Background: an optimization exercise with open tools, aiming at small area and a short achievable clock period. Do not read the settings as production practice.
Only simulation tests tie the RTL to the original design; equivalence was not proved.

==> flow/design.v, too long to show whole: its modules and the start of the top module <==
// module obi_delay_lfsr: 19 lines
// module obi_rem_lo: 867 lines
// module obi_rem_hi: 2471 lines
// module obi_rvalid_delay: 130 lines
module obi_rvalid_delay #(
  parameter int unsigned FIFO_DEPTH = 4,
  parameter int unsigned DATA_WIDTH = 32,
  parameter logic [31:0] LFSR_SEED  = 32'h1
) (
  input  logic                              clk_i,
  input  logic                              rst_ni,
  input  logic                              req_i,
  input  logic                              gnt_i,
  input  logic                              mem_rvalid_i,
  input  logic [DATA_WIDTH-1:0]             mem_rdata_i,
  input  logic                              mem_err_i,
  output logic                              rvalid_core_o,
  output logic [DATA_WIDTH-1:0]             rdata_core_o,
  output logic                              err_core_o,
  input  logic                              en_stall_i,
  input  logic [31:0]                       stall_mode_i,
  input  logic [31:0]                       max_stall_i,
  input  logic [31:0]                       rvalid_stall_i,
  output logic [$clog2(FIFO_DEPTH+1)-1:0]   outstanding_o,
  output logic                              gnt_block_o,
  output logic                              overflow_o,
  output logic                              protocol_err_o
);
  // ...
==> flow/run.sh <==
#!/bin/bash
# synth_recipe.tcl (not shown) runs the flow's synth.tcl, then flattens the netlist and writes it again
# the make line also repeats each setting of config.mk as NAME=value (left out here)
make -C /OpenROAD-flow-scripts/flow DESIGN_CONFIG=/design/flow/config.mk WORK_HOME=/design/flow/orfs CLKGATE_MAP_FILE= SYNTH_SCRIPT=/design/flow/synth_recipe.tcl finish
==> flow/config.mk <==
export PLATFORM = sky130hd
export DESIGN_NAME = obi_rvalid_delay
export DESIGN_NICKNAME = obi_rvalid_delay
export VERILOG_FILES = /design/flow/design.v
export SDC_FILE = /design/flow/constraint.sdc
export NUM_CORES = 4
export LEC_CHECK = 0
export ABC_AREA = 1
export CAP_MARGIN = 20
export CORE_MARGIN = 2
export CORE_UTILIZATION = 40
export SLEW_MARGIN = 20
==> flow/constraint.sdc <==
create_clock -name core_clock -period 100.0 [get_ports {clk_i}]
set_input_delay 20.0000 -clock core_clock [delete_from_list [all_inputs] [get_ports {clk_i}]]
set_output_delay 20.0000 -clock core_clock [all_outputs]
set_load 0.01 [all_outputs]
==> reports/metrics.yaml, run 1 <==
grt_max_degree: 67
clkCellAreaFrac_pct: 2.70
synth_top_area_share_pct: 15.9
firstDrtPassIters: 8
cpMaxStageDelayCell: "clkinv_1"
worst_pin_slew_ns: 1.17
cpMostUsedCell: "nand2_1"
netlist_instances: 5917
place_congestion: 0.894
status: "timing/DRC/antenna clean"
critPathTopFamily: "simple AND/OR/NAND/NOR gates"
netlist_top_cells_count: "1587 x nand2_1, 674 x inv_1, 523 x nand3_1"
fin_area_um2: 47400
rows: 120
highest_layer: "met5"
critPathCapture: "rdata_core_o[0]"
fin_crit_sh_pct: 60.7
setup_ws_ns: 39.30
grt_setup_unrepaired: "no"
worstSetupPathType: "flip-flop to primary output"
cpPeakStageDelay_ns: 0.86
clockRootBuffer: "clkbuf_16"
r2r_slack_ns: 59.06
drt-met1-wl_mm: 57.1
placed_cells: 7388
synth_warnings: 2
clk_path_buf_depth: 3
synth_fa_ha_area_share_pct: 20.7
dpl-instance-area_um2: 46100
==> run 2: changes to the inputs <==
--- a/flow/config.mk
+++ b/flow/config.mk
@@ -10,3 +10,4 @@
 export CORE_MARGIN = 2
-export CORE_UTILIZATION = 40
+export CORE_UTILIZATION = 65
+export PLACE_DENSITY = 0.75
 export SLEW_MARGIN = 20
==> run 2 against run 1 <==
  * Routed wire length shrank 3.6%
  * Count of clock-buffer cells in the layout shrank 8
  * Worst setup slack gained 0.96 ns
  * Still clean
  * Synthesized cell count is the same
  * First-iteration DRC count grew 23%
  * Fmax grew 1.6%
  * Clock skew grew 0.022 ns
  * Final area shrank 1.4%
  * Critical path depth grew 11
  * Sequential cell count is the same
  * Area after synthesis is the same
  * Final cell count shrank 7.2%
==> reports/metrics.yaml, run 2 <==
status: "timing/DRC/antenna clean"  # unchanged
cts_sinks: 364  # unchanged
worstSetupPathType: "flip-flop to primary output"  # unchanged
final_cell_mix: "1587 x nand2_1, 670 x inv_1, 523 x nand3_1, 500 x ha_1, 372 x a21oi_1"  # was 1586 x nand2_1, 668 x inv_1, 523 x nand3_1, 500 x ha_1, 372 x a21oi_1
start_kind: "flip-flop"  # unchanged
fin_nets: 6788  # was 6794
wl_per_cell_um: 17.1  # was 16.5 um
dp_hpwl_mm: 92.6  # was 95.4 mm
cts_tree: "yes"  # unchanged
vias_per_cell: 5.75  # was 5.22
clk_pin_slew_ns: 0.06  # about the same
coreArea_um2: 65600  # was 107000 um^2
synthFlopType: "edfxtp_1"  # unchanged
ios: 175  # unchanged
grt-ovfl-total: 0  # unchanged
synth_top_area_share_pct: 15.9  # unchanged
num-fill-cells: 5588  # was 10968
seqCellArea_um2: 9570  # unchanged
utilization_pct: 71.2  # was 44.3%
synth_edf_count: 228  # unchanged
largest-register: "dat_r"  # unchanged
grt_pass1_wl_mm: 190  # was 197 mm
antenna_left: 0  # unchanged
fin_crit_ns: 59.74  # was 60.70 ns
hold_class: "flip-flop to flip-flop"  # unchanged
drv_cap: 0  # unchanged
clockRootBuffer: "clkbuf_16"  # unchanged
die_area_um2: 68200  # was 110000 um^2
synth_most_common_cell: "nand2_1"  # unchanged
cts_buffers: 40  # unchanged
placed_cells: 6841  # was 7388
worst_pin_slew_ns: 1.12  # was 1.17 ns
final_common_cell: "nand2_1"  # unchanged
clock_skew_ns: 0.0635  # was 0.0411 ns
drive_above_1_share_pct: 8.71  # was 8.80%
start_util_pct: 65.5  # was 40.2%
h-tree-depth: 2  # unchanged
antenna_found_initial: 7  # was 6
die_height_um: 261  # was 332 um
yosysTopAreaCell: "edfxtp_1"  # unchanged
netlist_instances: 5917  # unchanged
grt_setup_unrepaired: "no"  # unchanged
timing.fmax_mhz: 16.7  # was 16.5 MHz
rows: 94  # was 120
postCtsHoldBufs: 0  # unchanged
required_ns: 80.00  # about the same
vias: 39782  # was 38931
grt_pass1_vias: 37817  # was 37428
cpMostUsedCell: "nand2_1"  # unchanged
synth_cell_type_count: 71  # unchanged
stdcell_count: 6923  # was 7464
cp.arrival_ns: 39.74  # was 40.70 ns
reg_top3: "dat_r: 132 flops, dq_r: 96 flops"  # unchanged
yosysSeqAreaShare_pct: 22.3  # unchanged
track_usage_pct: 34.6  # was 22.0%
place_congestion: 0.926  # was 0.894
cts_setup_buffers: 0  # unchanged
route.detailed.drc: 0  # unchanged
drv_slew: 0  # unchanged
synth_warnings: 2  # unchanged
firstDrtPassIters: 6  # was 8
hold_violations: 0  # unchanged
synth_area_per_cell_um2: 7.27  # unchanged
cpPeakStageDelay_ns: 0.73  # was 0.86 ns
mappedNetlistNets: 6683  # unchanged
die_w_um: 261  # was 332 um
finalSetupViolCount: 0  # unchanged
maxSlewHeadroom_pct: 25.5  # was 22.3%
multiInputGateArea_um2: 29900  # about the same
netlist_top_cells_count: "1587 x nand2_1, 674 x inv_1, 523 x nand3_1"  # unchanged
largest_reg_flops: 132  # unchanged
fin_crit_sh_pct: 59.7  # was 60.7%
grt_max_degree: 67  # unchanged
cp-end-kind: "primary output"  # unchanged
clk_path_buf_depth: 3  # unchanged
cpMaxStageDelayCell: "inv_1"  # was clkinv_1
cp_max_fo: 47  # was 40
routed_wl_mm: 118  # was 123 mm
cts.repair.resized: 0  # unchanged
synth-async-reset-ratio_pct: 0  # unchanged
syn_area_um2: 43000  # unchanged
port_buffers: 174  # unchanged
drt_iter0_markers: 3126  # was 2537
area_delta_synth_final_pct: 8.63  # was 10.2%
synth_seq_cells: 364  # unchanged
fin_setup_tns_ns: 0  # unchanged
clkLatencyLatePin_ns: 0.61  # was 0.60 ns
synth_top_cells_by_area: "edfxtp_1 16%, ha_1 15%, nand2_1 14%, dfxtp_1 6.3%, fa_1 6.1%"  # unchanged
-- run 2: final timing paths --
kind                            cells past startpoint                to       from  slack, ns
worst max register to register                    257          cnt_r[2]  pmx_r[15]      60.04
worst min register to register                      1            perr_r     perr_r       0.47
worst max-delay path                              251  rdata_core_o[19]  pmx_r[15]      40.26
worst min-delay path                                1            perr_r     perr_r       0.47
-- run 2: logic make-up after synthesis --
group / synth area share (%)
AO/OA/AOI/OAI: 12.1
XOR/XNOR: 5.46
adder cells (fa/ha/maj): 20.7
buffers and inverters: 8.39
flip-flops: 22.3
multiplexers: 0.0466
AND/OR/NAND/NOR: 31.1
-- run 2: final cells by class --
class / instances / share of cell area [%]
Antenna cell: 6 / 0.0321
Clock buffer: 43 / 2.17
Clock inverter: 30 / 0.605
Inverter: 704 / 5.68
Multi-Input combinational cell: 4682 / 64.0
Sequential cell: 364 / 20.5
Tap cell: 864 / 2.31
Timing Repair Buffer: 230 / 4.75
-- run 2: stage by stage --
step / hold WS, ns / instance area, um^2 / setup WS, ns
2_1_floorplan: 0.436 / 43000 / 50.75
3_3_place_gp: 0.442 / 45300 / 42.37
3_5_place_dp: 0.456 / 45300 / 41.28
4_1_cts: 0.463 / 46600 / 40.53
5_1_grt: 0.503 / 46700 / 35.72
6_report: 0.468 / 46700 / 40.26
-- run 2: layer usage --
metal	vias to the layer above	global-route usage [%]	share of wire [%]
li1	19938	-	-
met1	18434	46.1	44
met3	235	4.57	6.3
met5	-	0	0.023
met2	1171	57.9	46
met4	4	12.2	3.4
-- run 2: critical path, delay by kind of cell (launching register included) --
kind	cells	cell delay, ns
flops	1	0.30
buf+inv	28	7.49
simple gates	174	20.00
fa+ha+maj	15	4.88
compound gates	34	6.22
==> run 3: changes to the inputs <==
==> flow/flow/run.sh (new file) <==
#!/bin/bash
export SETUP_SLACK_MARGIN=48
bash standard.sh > standard.log 2>&1
==> flow/standard.sh (new file) <==
#!/bin/bash
# synth_recipe.tcl (not shown) runs the flow's synth.tcl, then flattens the netlist and writes it again
# the make line also repeats each setting of config.mk as NAME=value (left out here)
make -C /OpenROAD-flow-scripts/flow DESIGN_CONFIG=/design/flow/config.mk WORK_HOME=/design/flow/orfs CLKGATE_MAP_FILE= SYNTH_SCRIPT=/design/flow/synth_recipe.tcl "${@:-finish}"
removed: flow/run.sh
==> run 3 against run 2 <==
  * Still clean
  * Sequential cell count stayed put
  * Final cell count is 4.6% higher
  * Critical path type unchanged
  * Final area is 14% higher
  * Routed wire length is 18% higher
  * Fmax is 17% higher
==> reports/metrics.yaml, run 3 <==
route.detailed.drc: 0  # unchanged
clk_path_buf_depth: 3  # unchanged
postCtsHoldBufs: 0  # unchanged
mappedNetlistNets: 6683  # unchanged
netlist_instances: 5917  # unchanged
synth_warnings: 2  # unchanged
timing.fmax_mhz: 19.5  # was 16.7 MHz
vias: 43691  # was 39782
drive_above_1_share_pct: 23.2  # was 8.71%
cpPeakStageDelay_ns: 0.42  # was 0.73 ns
fin_nets: 7102  # was 6788
clk_pin_slew_ns: 0.06  # about the same
required_ns: 80.00  # about the same
cpMaxStageDelayCell: "a21oi_1"  # was inv_1
ios: 175  # unchanged
dpl-instance-area_um2: 45300  # unchanged
synthFlopType: "edfxtp_1"  # unchanged
vias_per_cell: 6.04  # was 5.75
firstDrtPassIters: 6  # unchanged
grt-ovfl-total: 0  # unchanged
fin_crit_ns: 51.24  # was 59.74 ns
grt_pass1_vias: 39500  # was 37817
clkLatencyLatePin_ns: 0.61  # about the same
antenna_left: 0  # unchanged
start_kind: "flip-flop"  # unchanged
cp-end-kind: "primary output"  # unchanged
coreArea_um2: 65600  # unchanged
drv_slew: 0  # unchanged
fin_area_um2: 53400  # was 46700 um^2
cts_sinks: 364  # unchanged
reg_top3: "dat_r: 132 flops, dq_r: 96 flops"  # unchanged
netlist_top_cells_count: "1587 x nand2_1, 674 x inv_1, 523 x nand3_1"  # unchanged
hold_violations: 0  # unchanged
final_cell_mix: "1415 x nand2_1, 625 x inv_1, 465 x nand3_1, 417 x ha_1, 305 x a21oi_1"  # was 1587 x nand2_1, 670 x inv_1, 523 x nand3_1, 500 x ha_1, 372 x a21oi_1
synth_seq_cells: 364  # unchanged
h-tree-depth: 2  # unchanged
drv_cap: 0  # unchanged
fin_setup_tns_ns: 0  # unchanged
largest-register: "dat_r"  # unchanged
clock_skew_ns: 0.0660  # was 0.0635 ns
largest_reg_flops: 132  # unchanged
grt_use_met1_pct: 48.5  # was 46.1%
yosysSeqAreaShare_pct: 22.3  # unchanged
synth_top_area_share_pct: 15.9  # unchanged
drt_iter0_markers: 4128  # was 3126
synth_cell_type_count: 71  # unchanged
syn_area_um2: 43000  # unchanged
synth_top_cells_by_area: "edfxtp_1 16%, ha_1 15%, nand2_1 14%, dfxtp_1 6.3%, fa_1 6.1%"  # unchanged
die_height_um: 261  # unchanged
cp.arrival_ns: 31.24  # was 39.74 ns
die_w_um: 261  # unchanged
grt_use_met2_pct: 61.2  # was 57.9%
synth_most_common_cell: "nand2_1"  # unchanged
port_buffers: 174  # unchanged
yosysTopAreaCell: "edfxtp_1"  # unchanged
grt_setup_unrepaired: "no"  # unchanged
place_congestion: 0.926  # unchanged
hold_class: "flip-flop to flip-flop"  # unchanged
clockRootBuffer: "clkbuf_16"  # unchanged
synth_area_per_cell_um2: 7.27  # unchanged
wl_per_cell_um: 19.4  # was 17.1 um
dp_hpwl_mm: 92.6  # unchanged
busiest_layer: "met2"  # unchanged
cts_buffers: 40  # unchanged
synth-async-reset-ratio_pct: 0  # unchanged
met3_usage_pct: 5.07  # was 4.57%
start_util_pct: 65.5  # unchanged
die_area_um2: 68200  # unchanged
cts_tree: "yes"  # unchanged
rows: 94  # unchanged
finalSetupViolCount: 0  # unchanged
track_usage_pct: 36.7  # was 34.6%
antenna_found_initial: 10  # was 7
synth_edf_count: 228  # unchanged
cpMostUsedCell: "nand2_2"  # was nand2_1
maxSlewHeadroom_pct: 24.0  # was 25.5%
grt_pass1_wl_mm: 201  # was 190 mm
area_delta_synth_final_pct: 24.2  # was 8.63%
worstSetupPathType: "flip-flop to primary output"  # unchanged
grt_max_degree: 67  # unchanged
worst_pin_slew_ns: 1.13  # was 1.12 ns
cp_max_fo: 26  # was 47
final_common_cell: "nand2_1"  # unchanged
fin_crit_sh_pct: 51.2  # was 59.7%
routed_wl_mm: 140  # was 118 mm
status: "timing/DRC/antenna clean"  # unchanged
-- run 3: metrics by stage --
stage               std cells  setup WS (ns)  hold WS [ns]  utilization, %
floorplan                5917          50.75         0.436               -
global placement         6840          42.37         0.442            69.0
detailed placement       6841          41.28         0.456            69.1
CTS                      7013          48.00         0.463            73.9
global route             7234          46.95         0.503            81.4
finish                   7238          48.76         0.468            81.4
-- run 3: repair_timing --
item                       CTS  global route
setup endpoints to repair   51            51
buffers inserted            76           190
gates resized for setup    286           742
cloned                      23            25
pin swaps                   55           291
-- run 3: layout make-up --
class	instances	area (um^2)
fill	4419	12200
timing repair inverter	6	42.5
antenna	7	17.5
clock buffer	43	1010
tap	864	1080
timing repair buffer	514	4990
multi-input combinational	4706	33600
inverter	704	2820
clock inverter	30	283
sequential	364	9590
-- run 3: critical path, delay by kind of cell (launching register included) --
kind	cells	cell delay, ns
and+or+nand+nor	154	16.36
DFF	1	0.40
adders and majority gates	14	3.80
buffers and inverters	36	4.42
AOI/OAI and AO/OA	30	5.46
xor gates and xnor gates	1	0.08
-- run 3: path summary, 6_finish.rpt --
check	startpoint	depth (start not counted)	slack [ns]	end
worst max-delay path	pmx_r[31]	235	48.76	rdata_core_o[2]
worst min-delay path	perr_r	1	0.47	perr_r
worst min register to register	perr_r	1	0.47	perr_r
worst max register to register	pmx_r[31]	241	68.09	cnt_r[2]
-- run 3: logic make-up (layout without fill, tap and decap cells) --
| family | Yosys count | in the layout | share of synthesized area (%) |
|---|---|---|---|
| and+or+nand+nor | 2877 | 2901 | 31.1 |
| AOI/OAI and AO/OA | 904 | 904 | 12.1 |
| buffers and inverters | 871 | 1297 | 8.39 |
| adders and majority gates | 631 | 631 | 20.7 |
| DFF | 364 | 364 | 22.3 |
| xor gates and xnor gates | 268 | 268 | 5.46 |
| muxes | 2 | 2 | 0.0466 |
| other | 0 | 7 | 0 |
-- run 3: metal layers --
layer  vias up  wire length (um)  part of all wire, %
met5         -                27                0.019
met4         4              6630                  4.7
met3       469             11900                  8.5
met2      1972             65500                   47
met1     20609             56100                   40
li1      20637                 -                    -
==> run 4: changes to the inputs <==
==> flow/flow/run.sh (replaced) <==
#!/bin/bash
export SETUP_SLACK_MARGIN=40
bash standard.sh > standard.log 2>&1
==> run 4 against run 3 <==
  * Still clean on timing, DRC and antenna
  * Synthesized cell count is the same
  * Critical path depth is 13 lower
  * Sequential cell count stayed put
  * Clock skew is 0.0010 ns lower
  * Global-route usage decreased by 2.1 points
  * Area after synthesis unchanged
  * Final cell count decreased by 4.1%
  * Highest routed layer unchanged
==> reports/metrics.yaml, run 4 <==
fin_crit_sh_pct: 56.8  # was 51.2%
synth_edf_count: 228  # unchanged
largest_reg_flops: 132  # unchanged
port_buffers: 174  # unchanged
area_delta_synth_final_pct: 9.48  # was 24.2%
cpPeakStageDelay_ns: 0.61  # was 0.42 ns
antenna_left: 0  # unchanged
worst_pin_slew_ns: 1.10  # was 1.13 ns
required_ns: 100.48  # was 80.00 ns
timing.rr.end: "cnt_r[2]"  # unchanged
cpMostUsedCell: "nand2_1"  # was nand2_2
fin_nets: 6808  # was 7102
clockRootBuffer: "clkbuf_16"  # unchanged
die_height_um: 261  # unchanged
mappedNetlistNets: 6683  # unchanged
fin_setup_tns_ns: 0  # unchanged
synth_area_per_cell_um2: 7.27  # unchanged
grt_setup_unrepaired: "yes"  # was no
grt_max_degree: 67  # unchanged
cp_max_fo: 29  # was 26
worstSetupPathType: "input pin to flip-flop"  # was flip-flop to primary output
cts_buffers: 40  # unchanged
wl_per_cell_um: 17.3  # was 19.4 um
timing.fmax_mhz: 17.6  # was 19.5 MHz
synth_seq_cells: 364  # unchanged
start_util_pct: 65.5  # unchanged
cp.arrival_ns: 57.28  # was 31.24 ns
ios: 175  # unchanged
final_common_cell: "nand2_1"  # unchanged
firstDrtPassIters: 6  # unchanged
stdcell_count: 6943  # was 7238
synth_warnings: 2  # unchanged
postCtsHoldBufs: 0  # unchanged
place_congestion: 0.926  # unchanged
yosysTopAreaCell: "edfxtp_1"  # unchanged
vias: 40089  # was 43691
cts_sinks: 364  # unchanged
syn_area_um2: 43000  # unchanged
cts_tree: "yes"  # unchanged
netlist_top_cells_count: "1587 x nand2_1, 674 x inv_1, 523 x nand3_1"  # unchanged
clk_path_buf_depth: 3  # unchanged
drive_above_1_share_pct: 9.25  # was 23.2%
finalSetupViolCount: 0  # unchanged
start_kind: "input pin"  # was flip-flop
dp_hpwl_mm: 92.6  # unchanged
drv_cap: 0  # unchanged
worstHoldStart: "perr_r"  # unchanged
min_path_cells: 1  # unchanged
maxSlewHeadroom_pct: 26.3  # was 24.0%
grt_pass1_vias: 37817  # was 39500
hold_class: "flip-flop to flip-flop"  # unchanged
clk_pin_slew_ns: 0.07  # was 0.06 ns
synth_most_common_cell: "nand2_1"  # unchanged
final_cell_mix: "1584 x nand2_1, 665 x inv_1, 523 x nand3_1, 500 x ha_1, 371 x a21oi_1"  # was 1415 x nand2_1, 625 x inv_1, 465 x nand3_1, 417 x ha_1, 305 x a21oi_1
largest-register: "dat_r"  # unchanged
cpMaxStageDelayCell: "nor4_2"  # was a21oi_1
rows: 94  # unchanged
grt-ovfl-total: 0  # unchanged
yosysSeqAreaShare_pct: 22.3  # unchanged
worstReg2RegStart: "pmx_r[31]"  # unchanged
track_usage_pct: 34.6  # was 36.7%
placed_cells: 6841  # unchanged
routed_wl_mm: 120  # was 140 mm
route.detailed.drc: 0  # unchanged
synth_cell_type_count: 71  # unchanged
reg_top3: "dat_r: 132 flops, dq_r: 96 flops"  # unchanged
clock_skew_ns: 0.0649  # was 0.0660 ns
hold_violations: 0  # unchanged
netlist_instances: 5917  # unchanged
die_w_um: 261  # unchanged
synth-async-reset-ratio_pct: 0  # unchanged
status: "timing/DRC/antenna clean"  # unchanged
r2r_slack_ns: 63.51  # was 68.09 ns
clkLatencyLatePin_ns: 0.61  # about the same
dpl_worst_slack_ns: 41.28  # unchanged
fin_crit_ns: 56.80  # was 51.24 ns
grt_pass1_wl_mm: 190  # was 201 mm
synth_top_area_share_pct: 15.9  # unchanged
antenna_found_initial: 7  # was 10
cp-end-kind: "flip-flop"  # was primary output
coreArea_um2: 65600  # unchanged
min_to: "perr_r"  # unchanged
synthFlopType: "edfxtp_1"  # unchanged
r2r_cells: 265  # was 241
h-tree-depth: 2  # unchanged
die_area_um2: 68200  # unchanged
vias_per_cell: 5.77  # was 6.04
drt_iter0_markers: 2979  # was 4128
num-fill-cells: 5560  # was 4419
drv_slew: 0  # unchanged
synth_top_cells_by_area: "edfxtp_1 16%, ha_1 15%, nand2_1 14%, dfxtp_1 6.3%, fa_1 6.1%"  # unchanged
setup_ws_ns: 43.20  # was 48.76 ns
## run 4: logic make-up (layout without fill, tap and decap cells)
kind of cell	count (synthesis)	in the layout	synth area share, %
AND/OR/NAND/NOR	2877	2880	31.1
AO/OA/AOI/OAI	904	904	12.1
buffers and inverters	871	1024	8.39
adder cells (fa/ha/maj)	631	631	20.7
flip-flops	364	364	22.3
XOR/XNOR	268	268	5.46
multiplexers	2	2	0.0466
other	0	6	0
## run 4: how the worst max path moves through the flow
stage                                from                to  slack, ns  depth (start not counted)
after floorplan                  pmx_r[2]  rdata_core_o[11]      50.75                        236
after global placement          pmx_r[14]  rdata_core_o[10]      42.37                        252
after detailed placement        pmx_r[15]  rdata_core_o[19]      41.28                        252
after CTS                       pmx_r[15]  rdata_core_o[19]      40.53                        252
after global routing             pmx_r[1]  rdata_core_o[13]      39.83                        264
final                     max_stall_i[25]        prem_r[14]      43.20                        222
## run 4: final cells by class
type,instances,area [um^2],area share [%]
Antenna cell,6,15.0,0.0319
Timing Repair inverter,1,5.00,0.0106
Inverter,704,2690,5.72
Multi-Input combinational cell,4685,30000,63.8
Clock inverter,30,283,0.601
Sequential cell,364,9570,20.3
Clock buffer,43,1010,2.15
Tap cell,864,1080,2.30
Timing Repair Buffer,246,2370,5.04
## run 4: per-stage QoR
step                      cell area [um^2]  utilization [%]  hold slack, ns
after floorplan                      43000                -           0.436
after global placement               45300             69.0           0.442
after detailed placement             45300             69.1           0.456
after CTS                            46600             71.0           0.463
after global routing                 47100             71.7           0.503
final                                47100             71.7           0.468
## run 4: repair_timing
item | in CTS | in global routing
setup endpoints to repair | 0 | 50
resized for setup | 0 | 48
hold endpoints to repair | 0 | 0
setup buffers | 0 | 16
## run 4: routing by layer
metal / global-route usage [%] / vias up / share of wire (%)
met5: 0 / - / 0.023
met4: 12.2 / 4 / 3.3
met3: 4.57 / 235 / 6.7
met2: 57.9 / 1277 / 46
met1: 46.1 / 18585 / 44
li1: - / 19988 / -
## run 4: critical path: cells and delay by family
| family | cells | cell delay (ns) |
|---|---|---|
| adder cells (fa/ha/maj) | 20 | 7.54 |
| multiplexers | 1 | 0.17 |
| AND/OR/NAND/NOR | 140 | 17.86 |
| buffers and inverters | 18 | 4.33 |
| AO/OA/AOI/OAI | 43 | 7.24 |

re-timing with driven ports:
How much do the figures lean on ideal ports? The routed layouts below were timed once more, with nothing changed but the port constraints. Step 1 assumes that a clkbuf_16 drives the clock port and a buf_2 every other input. Step 2, shift: input delay + t, output delay - t, t = (earliest + latest rising clock arrival at the registers) / 2. This alone moves slack from input paths to output paths. Slacks: no drivers / after step 1 / after step 2; pairs: no drivers / after step 1.
run | t (ns) | setup slack, ns | latest minus earliest clock arrival (ns) | slew at the worst register clock pin (ns)
run 1 | 0.638 | 39.296 / 39.233 / 39.871 | 0.042 / 0.042 | 0.07 / 0.07
run 2 | 0.645 | 40.259 / 40.195 / 40.839 | 0.064 / 0.063 | 0.09 / 0.09
run 3 | 0.646 | 48.756 / 48.692 / 48.853 | 0.066 / 0.066 | 0.10 / 0.10
run 4 | 0.645 | 43.201 / 43.206 / 42.562 | 0.065 / 0.065 | 0.09 / 0.09
After both steps setup and hold are still met in every run listed. For run 4, which loses most, drivers alone change the setup slack by +0.005 ns; drivers and shift together by -0.639 ns.
